Background: an optimization exercise with open tools, aiming at small area and a short achievable clock period. Do not read the settings as production practice. Where RTL was checked, it was by simulation tests only, not by an equivalence proof against the original. Power is estimated from default activity; no workload was simulated.

// deflate_stored_top
module deflate_stored_top (
	input  logic                        clk,
	input  logic                        rst_n,
	input  logic                        word_valid,
	input  logic [32-1:0]  word,           
	output logic                        out_valid,
	output logic [32-1:0]  out_word,
	output logic                        out_last,
	output logic [3-1:0] out_bytes,
	output logic                        done,
	output logic                        protocol_error
);
	logic        a_hdr, a_dat, a_trl;   
	logic [1:0]  a_ra;
	logic [3:0]  a_sel;
	logic [1:0]  ra_next;
	logic [31:0] a_word;
	logic        a_bf;
	logic [2:0]  b_n;                   
	logic        b_last, b_bf;
	logic [31:0] b_lanes;
	block_decoder block_decoder_i (
		.clk            (clk),
		.rst_n          (rst_n),
		.word_valid     (word_valid),
		.word           (word),
		.a_hdr          (a_hdr),
		.a_dat          (a_dat),
		.a_ra            (a_ra),
		.a_sel           (a_sel),
		.ra              (ra_next),
		.a_trl          (a_trl),
		.a_word         (a_word),
		.a_bf           (a_bf),
		.protocol_error (protocol_error)
	);
	stored_sequencer stored_sequencer_i (
		.clk     (clk),
		.rst_n   (rst_n),
		.a_hdr   (a_hdr),
		.a_dat   (a_dat),
		.a_ra     (a_ra),
		.a_sel    (a_sel),
		.ra_next  (ra_next),
		.a_trl   (a_trl),
		.a_word  (a_word),
		.a_bf    (a_bf),
		.b_n     (b_n),
		.b_last  (b_last),
		.b_bf    (b_bf),
		.b_lanes (b_lanes)
	);
	bit_packer bit_packer_i (
		.clk       (clk),
		.rst_n     (rst_n),
		.b_n       (b_n),
		.b_last    (b_last),
		.b_bf      (b_bf),
		.b_lanes   (b_lanes),
		.out_valid (out_valid),
		.out_word  (out_word),
		.out_last  (out_last),
		.out_bytes (out_bytes),
		.done      (done)
	);
endmodule
clock: 6.0 ns
lec_check: 0
cap_margin: 20
core_margin: 2
core_utilization: 40
cts_buf_list: sky130_fd_sc_hd__clkbuf_4
setup_slack_margin: 3.5
slew_margin: 20
tns_end_percent: 5
run.sh (not shown) runs the stock make flow with config.mk's settings and CLKGATE_MAP_FILE= SYNTH_SCRIPT=/design/flow/synth_recipe.tcl, a recipe that flattens the netlist after the stock synthesis.
Rerun with:
- CORE_UTILIZATION: 40 -> 60
- CTS_BUF_LIST: sky130_fd_sc_hd__clkbuf_4 -> not set
Outcome: Die area fell by a quarter to a third. Total power rose slightly. Worst hold slack loses 0.010 ns. Clock-buffer cell count fell by 63. Sequential share of layout area rose by 0.37 points. Global-route usage rose by 9.3 points. Wire length fell by a few percent. Combinational power rose slightly.
Rerun with:
- CORE_UTILIZATION: 60 -> 40
Clock power is higher by roughly a tenth.
Global-route usage went down by 9.9 points.
Final cell count goes up by a little under a tenth.
Die area rises by well over a third.
Final area goes up slightly.
First-iteration DRC count came out lower by roughly a tenth.
Routed wire length goes up by a few percent.
Count of clock-buffer cells in the layout grows by 3.
Register-to-register slack stays flat.
Worst setup slack is better by 0.0032 ns.
No run of this note included a check of the RTL's function; only the layout flow was run.

* * *

deflate_stored_top, a different RTL version from the one above (not shown whole).
Size: roughly 250 flip-flops, about 74 I/O pins.
==> flow/config.mk <==
export PLATFORM = sky130hd
export DESIGN_NAME = deflate_stored_top
export DESIGN_NICKNAME = deflate_stored_top
export VERILOG_FILES = /design/flow/design.v
export SDC_FILE = /design/flow/constraint.sdc
export NUM_CORES = 4
export LEC_CHECK = 0
export CAP_MARGIN = 20
export CORE_MARGIN = 2
export CORE_UTILIZATION = 40
export CTS_CLUSTER_DIAMETER = 80
export CTS_CLUSTER_SIZE = 24
export GPL_TIMING_DRIVEN = 1
export SETUP_SLACK_MARGIN = 3.5
export SLEW_MARGIN = 20
export TNS_END_PERCENT = 10
==> flow/constraint.sdc <==
create_clock -name core_clock -period 6.0 [get_ports {clk}]
set_input_delay 1.2000 -clock core_clock [delete_from_list [all_inputs] [get_ports {clk}]]
set_output_delay 1.2000 -clock core_clock [all_outputs]
set_load 0.01 [all_outputs]
standard.sh (not shown) runs the stock make flow with config.mk's settings and CLKGATE_MAP_FILE= SYNTH_SCRIPT=/design/flow/synth_recipe.tcl, a recipe that flattens the netlist after the stock synthesis.
==> flow/flow/run.sh <==
#!/bin/bash
# The standard layout, with the port buffers made of plain buffers instead of the
# slow delay buffers buffer_ports picks by default. Every port still gets its buffer.
set -euo pipefail
export BUFFER_PORTS_ARGS="-buffer_cell sky130_fd_sc_hd__buf_2"
bash standard.sh > standard.log 2>&1
The starting point produced a clean layout.
==> next run, changes <==
Settings changed: GPL_TIMING_DRIVEN 1 to not set, PLACE_DENSITY set to 0.8.
The changed run went through all stages and came out clean.
Core utilization climbs by 0.91 points.
Fmax climbs by 1.4%.
Synthesized area stays the same.
Global-route usage stays flat.
Register-to-register slack is better by 40 ps.
Die area is unchanged.
Total power climbs by 2.1%.
Sequential power hardly moves.
Worst hold slack is better by 13 ps.
Cell count climbs by 1.1%.
==> next run, changes <==
Settings changed: CAP_MARGIN 20 to 5, PLACE_DENSITY 0.8 to not set, SLEW_MARGIN 20 to 5.
Clock power went up by roughly a tenth. Clock skew went down by 12 ps. Routed wire length went down by a few percent. Power went down by a few percent. Combinational power went down by a few percent. Cell count went down slightly. Flip-flop and latch count stays the same. Sequential power hardly moves. Worst setup slack got worse by 33 ps.
==> next run, changes <==
Settings changed: CAP_MARGIN 5 to 20, SETUP_SLACK_MARGIN 3.5 to 3.3, SLEW_MARGIN 5 to 20, TNS_END_PERCENT 10 to 5.
Outcome: Total power goes down by 0.76%. First-iteration DRC count climbs by 12%. Count of clock-buffer cells in the layout is higher by 1. Synthesized area does not change. Flip-flop and latch count stays the same. Combinational power went down by about 3%. Setup slack is worse by 120 ps. Cell count decreases by 1.4%.

* * *

Another version of the RTL of deflate_stored_top (not shown whole).
Size in the first run: about 17000 um^2 of cells after synthesis.
Settings: LEC_CHECK=0, ABC_AREA=1, CAP_MARGIN=20, CORE_MARGIN=2, CORE_UTILIZATION=40, SLEW_MARGIN=20; clock period 6.0 ns.
run.sh (not shown) runs the stock make flow with config.mk's settings and CLKGATE_MAP_FILE= SYNTH_SCRIPT=/design/flow/synth_recipe.tcl, a recipe that flattens the netlist after the stock synthesis.
Stock flow here: none of the scripts above is used.
Then changed:
ABC_AREA = unset   (was 1)
Clock skew rises by 0.0072 ns. Sequential share of layout area rises by 4.4 points. Core utilization rises by 0.84 points. Hold slack degrades by 0.0040 ns. Critical path depth falls by 9.
No functional check of the RTL was part of any run of this note.

* * *

v50:
deflate_stored_top, a different RTL version from the one above (not shown whole).
Size: roughly 1400 cells after synthesis, about 14000 µm² of cells after synthesis.
==> flow/config.mk <==
export PLATFORM = sky130hd
export DESIGN_NAME = deflate_stored_top
export DESIGN_NICKNAME = deflate_stored_top
export VERILOG_FILES = /design/flow/design.v
export SDC_FILE = /design/flow/constraint.sdc
export NUM_CORES = 4
export LEC_CHECK = 0
export CAP_MARGIN = 20
export CORE_MARGIN = 2
export CORE_UTILIZATION = 40
export CTS_CLUSTER_DIAMETER = 80
export CTS_CLUSTER_SIZE = 24
export SETUP_SLACK_MARGIN = 3.7
export SLEW_MARGIN = 20
export TNS_END_PERCENT = 5
==> flow/constraint.sdc <==
create_clock -name core_clock -period 6.0 [get_ports {clk}]
set_input_delay 1.2000 -clock core_clock [delete_from_list [all_inputs] [get_ports {clk}]]
set_output_delay 1.2000 -clock core_clock [all_outputs]
set_load 0.01 [all_outputs]
standard.sh (not shown) runs the stock make flow with config.mk's settings and CLKGATE_MAP_FILE= SYNTH_SCRIPT=/design/flow/synth_recipe.tcl, a recipe that flattens the netlist after the stock synthesis.
Scripts as last shown in full above: flow/flow/run.sh
v50 went all the way through synthesis, placement and routing and the layout is clean on timing, DRC and antenna.
For v16, these inputs were changed with respect to v50:
Settings: a change of SETUP_SLACK_MARGIN from 3.7 to 3.5.
--- outcome ---
Both conditions hold for v16: the flow ran to the end and the final layout passed the timing, DRC and antenna checks.
On worst slack on hold paths, v16 and v50 are basically level.
From v50 to v16 the numbers moved as follows: via count normalized by instance count decreased by about 1.1% relative to the old numbers; latest clock arrival within the worst-skew pair closely matched the old numbers; overall fraction of global-route tracks in use closely matched the old numbers; utilization decreased by 0.88 points relative to the old numbers.
Post-layout worst setup margin sits higher in v16 than in v50.
Relative to v50, ratio of final minimum period to clock period has decreased by 0.18 points in v16.
[compare] base=v50 new=v16: part of the Yosys area used for sequential elements flat, power down about 0.9%.
Summary — post-CTS setup-driven buffer insertion count, v16 relative to v50: lower, by about 34%.
--- input diff v16..v51 ---
Settings: CTS_CLUSTER_SIZE: 24 -> unset; CTS_CLUSTER_DIAMETER: 80 -> unset.
Notes after the runs:
Delta (v51 minus v16): proportion of total power due to net switching decreased by 1.3 points relative to the old numbers, total number of vias neither gained nor lost much.
Summary of the comparison: setup slack is higher in v51, relative to v16.
On compound-gate portion of the synthesized area, v51 and v16 are neck and neck.
v51: number of nets in the layout is 5 higher than what v16 reported.
v51 against v16; finished layout cell area is up by a few percent.
Relative to v16, clock network fraction of total power has increased by 4.0 points in v51.
Against v16, v51 reports a relative contribution of combinational cells to total power that is lower.
Looking at v51 and v16, the biggest fanout along the worst timing path is a wash.

* * *

Setup of R:
deflate_stored_top, a different RTL version from the one above (not shown whole).
Size: about 1500 cells after synthesis, ~250 flip-flops, ~14000 sq um of cells after synthesis.
==> flow/design.v (excerpt) <==
module deflate_stored_top (
	input  logic                        clk,
	input  logic                        rst_n,
	input  logic                        word_valid,
	input  logic [32-1:0]  word,           
	output logic                        out_valid,
	output logic [32-1:0]  out_word,
	output logic                        out_last,
	output logic [3-1:0] out_bytes,
	output logic                        done,
	output logic                        protocol_error
);
Settings: LEC_CHECK=0, CAP_MARGIN=20, CORE_MARGIN=2, CORE_UTILIZATION=40, SETUP_SLACK_MARGIN=3.5, SLEW_MARGIN=20; clock period 6.0 ns.
run.sh (not shown) runs the stock make flow with config.mk's settings and CLKGATE_MAP_FILE= SYNTH_SCRIPT=/design/flow/synth_recipe.tcl, a recipe that flattens the netlist after the stock synthesis.
Stock flow here: none of the scripts above is used.
R finished all stages; the layout is clean.
The following lists how Q was set up differently from R:
--- a/flow/config.mk
+++ b/flow/config.mk
@@ -12,0 +13 @@
+export TNS_END_PERCENT = 5
==> comparison <==
Q was carried through to the last stage, and its layout satisfied the timing, DRC and antenna checks.
R → Q: standard cell area after detailed placement fell by about 0.5%, part of the cycle the worst path needs fell by 1.9 points.
Setup slack: Q more than R
Max highest net fanout along the worst path across Q and R: Q
Wire length (Q vs. R) decreases by a little under 10%
Q vs R, sequential share of layout area went up by 2.3 points.
Portion of total power attributed to sequential cells ends up higher on Q.
Combinational share of power ends up higher on R.
No run of this note included a check of the RTL's function; only the layout flow was run.

* * *

deflate_stored_top with an RTL version that a note above also has.
For scale: about 250 flip-flops, roughly 74 I/O pins.
Settings: LEC_CHECK=0, CAP_MARGIN=5, CORE_MARGIN=2, CORE_UTILIZATION=40, CTS_CLUSTER_DIAMETER=80, CTS_CLUSTER_SIZE=24, PLACE_DENSITY=0.8, SETUP_SLACK_MARGIN=3.5, SLEW_MARGIN=5, TNS_END_PERCENT=10; clock period 6.0 ns.
standard.sh (not shown) runs the stock make flow with config.mk's settings and CLKGATE_MAP_FILE= SYNTH_SCRIPT=/design/flow/synth_recipe.tcl, a recipe that flattens the netlist after the stock synthesis.
Scripts as last shown in full above: flow/flow/run.sh
Change:
--- a/flow/config.mk
+++ b/flow/config.mk
@@ -7,3 +7,3 @@
 export LEC_CHECK = 0
-export CAP_MARGIN = 5
+export CAP_MARGIN = 20
 export CORE_MARGIN = 2
@@ -12,5 +12,4 @@
 export CTS_CLUSTER_SIZE = 24
-export PLACE_DENSITY = 0.8
 export SETUP_SLACK_MARGIN = 3.5
-export SLEW_MARGIN = 5
-export TNS_END_PERCENT = 10
+export SLEW_MARGIN = 20
+export TNS_END_PERCENT = 5
- cell count barely changes
- first-iteration DRC count shrinks by 16%
- maximum frequency shrinks by 1.0%
- wire length goes up by 0.67%
- clock-buffer cell count goes up by 1
- core utilization went up by 0.13 points
- final area barely changes
- power rises by 0.76%
- register-to-register slack gets worse by 0.03 ns
- sequential power hardly moves
- setup slack got worse by 0.027 ns
Change:
--- a/flow/config.mk
+++ b/flow/config.mk
@@ -14,2 +14,2 @@
 export SLEW_MARGIN = 20
-export TNS_END_PERCENT = 5
+export TNS_END_PERCENT = 10
What happened: The changed run finished with timing, DRC and antenna clean; total power fell by 0.60%; die area does not change; sequential share of layout area is about the same; global-route usage fell by 0.44 points.
Change:
--- a/flow/config.mk
+++ b/flow/config.mk
@@ -7,3 +7,3 @@
 export LEC_CHECK = 0
-export CAP_MARGIN = 20
+export CAP_MARGIN = 5
 export CORE_MARGIN = 2
@@ -12,4 +12,4 @@
 export CTS_CLUSTER_SIZE = 24
-export SETUP_SLACK_MARGIN = 3.5
-export SLEW_MARGIN = 20
+export SETUP_SLACK_MARGIN = 3.6
+export SLEW_MARGIN = 5
 export TNS_END_PERCENT = 10
First-iteration DRC count rose by 21%.
Die area does not change.
Combinational power rose by 5.0%.
Fmax rose by 1.4%.
Non-clock buffer count rose by 21.
Count of clock-buffer cells in the layout fell by 1.
Final cell count rose by 1.2%.

* * *

deflate_stored_top, a different RTL version from the one above (not shown whole).
Size in the first run: ~1500 cells after synthesis, roughly 74 I/O pins.
==> flow/config.mk <==
export PLATFORM = sky130hd
export DESIGN_NAME = deflate_stored_top
export DESIGN_NICKNAME = deflate_stored_top
export VERILOG_FILES = /design/flow/design.v
export SDC_FILE = /design/flow/constraint.sdc
export NUM_CORES = 4
export LEC_CHECK = 0
export CAP_MARGIN = 20
export CORE_MARGIN = 2
export CORE_UTILIZATION = 40
export CTS_CLUSTER_DIAMETER = 100
export CTS_CLUSTER_SIZE = 28
export SETUP_SLACK_MARGIN = 3.4
export SLEW_MARGIN = 20
export TNS_END_PERCENT = 5
==> flow/constraint.sdc <==
create_clock -name core_clock -period 6.0 [get_ports {clk}]
set_input_delay 1.2000 -clock core_clock [delete_from_list [all_inputs] [get_ports {clk}]]
set_output_delay 1.2000 -clock core_clock [all_outputs]
set_load 0.01 [all_outputs]
==> flow/flow/run.sh <==
#!/bin/bash
# The standard layout, with the port buffers made of plain buffers instead of the
# slow delay buffers buffer_ports picks by default. Every port still gets its buffer.
set -euo pipefail
export BUFFER_PORTS_ARGS="-buffer_cell sky130_fd_sc_hd__buf_1"
bash standard.sh > standard.log 2>&1
The first run completed without violations.
==> next run, changes <==
--- a/flow/flow/run.sh
+++ b/flow/flow/run.sh
@@ -4,3 +4,3 @@
 set -euo pipefail
-export BUFFER_PORTS_ARGS="-buffer_cell sky130_fd_sc_hd__buf_1"
+export BUFFER_PORTS_ARGS="-buffer_cell sky130_fd_sc_hd__buf_2"
 bash standard.sh > standard.log 2>&1
Settings changed: CTS_CLUSTER_DIAMETER 100 to 80, CTS_CLUSTER_SIZE 28 to 24, SETUP_SLACK_MARGIN 3.4 to 3.5.
Result: Setup slack gains 0.059 ns; power increases by a few percent; fmax rose by a few percent.
==> next run, changes <==
--- a/flow/flow/run.sh
+++ b/flow/flow/run.sh
@@ -4,3 +4,3 @@
 set -euo pipefail
-export BUFFER_PORTS_ARGS="-buffer_cell sky130_fd_sc_hd__buf_2"
+export BUFFER_PORTS_ARGS="-buffer_cell sky130_fd_sc_hd__buf_1"
 bash standard.sh > standard.log 2>&1
Settings changed: SETUP_SLACK_MARGIN 3.5 to 3.4.
What happened: Clock-buffer cell count climbs by 2; die area is unchanged; global-route usage is about the same; sequential power barely changes; critical path depth is unchanged; fmax shrinks by a few percent; routed wire length drops slightly; clock skew came out lower by 0.017 ns.
==> next run, changes <==
--- a/flow/flow/run.sh
+++ b/flow/flow/run.sh
@@ -4,3 +4,3 @@
 set -euo pipefail
-export BUFFER_PORTS_ARGS="-buffer_cell sky130_fd_sc_hd__buf_1"
+export BUFFER_PORTS_ARGS="-buffer_cell sky130_fd_sc_hd__buf_2"
 bash standard.sh > standard.log 2>&1
Settings changed: SETUP_SLACK_MARGIN 3.4 to 3.5, TNS_END_PERCENT 5 to 20.
Result:
- final cell count rose by 1.5%
- die area is unchanged
- non-clock buffer count rose by 31
- setup slack gains 0.14 ns

separate check: timing with driven ports:
The results above use ideal ports. As a check the final layouts listed here were re-extracted and re-timed, cells and wires unchanged. Step 1, drivers: a clkbuf_16 drives clk and a buf_2 each remaining input, both assumed. Step 2 adds t to the input delays and takes it off the output delays; t is the mean of the earliest and latest rising clock arrival at the registers after step 1. Input paths then give back, and output paths get back, about the clock's delay inside the block. a / b / c = ideal / step 1 / step 2; a / b = the first two.
run | t (ns) | slack for setup (ns) | clock arrival spread, ns | pins driven straight from the clock port
the first run of note 1 | 0.770 | 3.254 / 3.254 / 2.716 | 0.042 / 0.042 | 1
the second run of note 1 | 0.595 | 3.267 / 3.267 / 2.793 | 0.025 / 0.025 | 1
the third run of note 1 | 0.608 | 3.270 / 3.270 / 2.827 | 0.029 / 0.028 | 1
the first run of note 2 | 0.554 | 3.416 / 3.416 / 3.260 | 0.021 / 0.021 | 1
the second run of note 2 | 0.544 | 3.451 / 3.451 / 3.289 | 0.030 / 0.031 | 1
the third run of note 2 | 0.555 | 3.418 / 3.418 / 3.260 | 0.020 / 0.020 | 1
the fourth run of note 2 | 0.564 | 3.298 / 3.298 / 3.114 | 0.037 / 0.036 | 1
the first run of note 3 | 0.619 | 2.218 / 2.218 / 2.218 | 0.015 / 0.015 | 1
the second run of note 3 | 0.601 | 2.096 / 2.096 / 2.096 | 0.023 / 0.023 | 1
v50 | 0.554 | 3.372 / 3.372 / 3.334 | 0.016 / 0.016 | 1
v16 | 0.564 | 3.383 / 3.383 / 3.211 | 0.028 / 0.028 | 1
v51 | 0.613 | 3.390 / 3.390 / 3.182 | 0.014 / 0.015 | 1
R | 0.607 | 3.152 / 3.152 / 2.943 | 0.018 / 0.019 | 1
Q | 0.603 | 3.266 / 3.266 / 2.812 | 0.013 / 0.013 | 1
the first run of note 6 | 0.548 | 3.424 / 3.424 / 3.325 | 0.018 / 0.018 | 1
the second run of note 6 | 0.563 | 3.397 / 3.397 / 3.285 | 0.034 / 0.034 | 1
the third run of note 6 | 0.554 | 3.416 / 3.416 / 3.260 | 0.021 / 0.021 | 1
the fourth run of note 6 | 0.561 | 3.451 / 3.451 / 3.289 | 0.019 / 0.019 | 1
the first run of note 7 | 0.547 | 3.197 / 3.196 / 2.649 | 0.030 / 0.030 | 1
the second run of note 7 | 0.552 | 3.256 / 3.268 / 2.716 | 0.031 / 0.030 | 1
the third run of note 7 | 0.568 | 3.187 / 3.189 / 2.621 | 0.014 / 0.014 | 1
the fourth run of note 7 | 0.556 | 3.323 / 3.323 / 2.782 | 0.024 / 0.024 | 1
After both steps setup and hold are still met in every run listed. For the third run of note 7, which loses most, drivers alone change the setup slack by +0.002 ns; drivers and shift together by -0.566 ns.
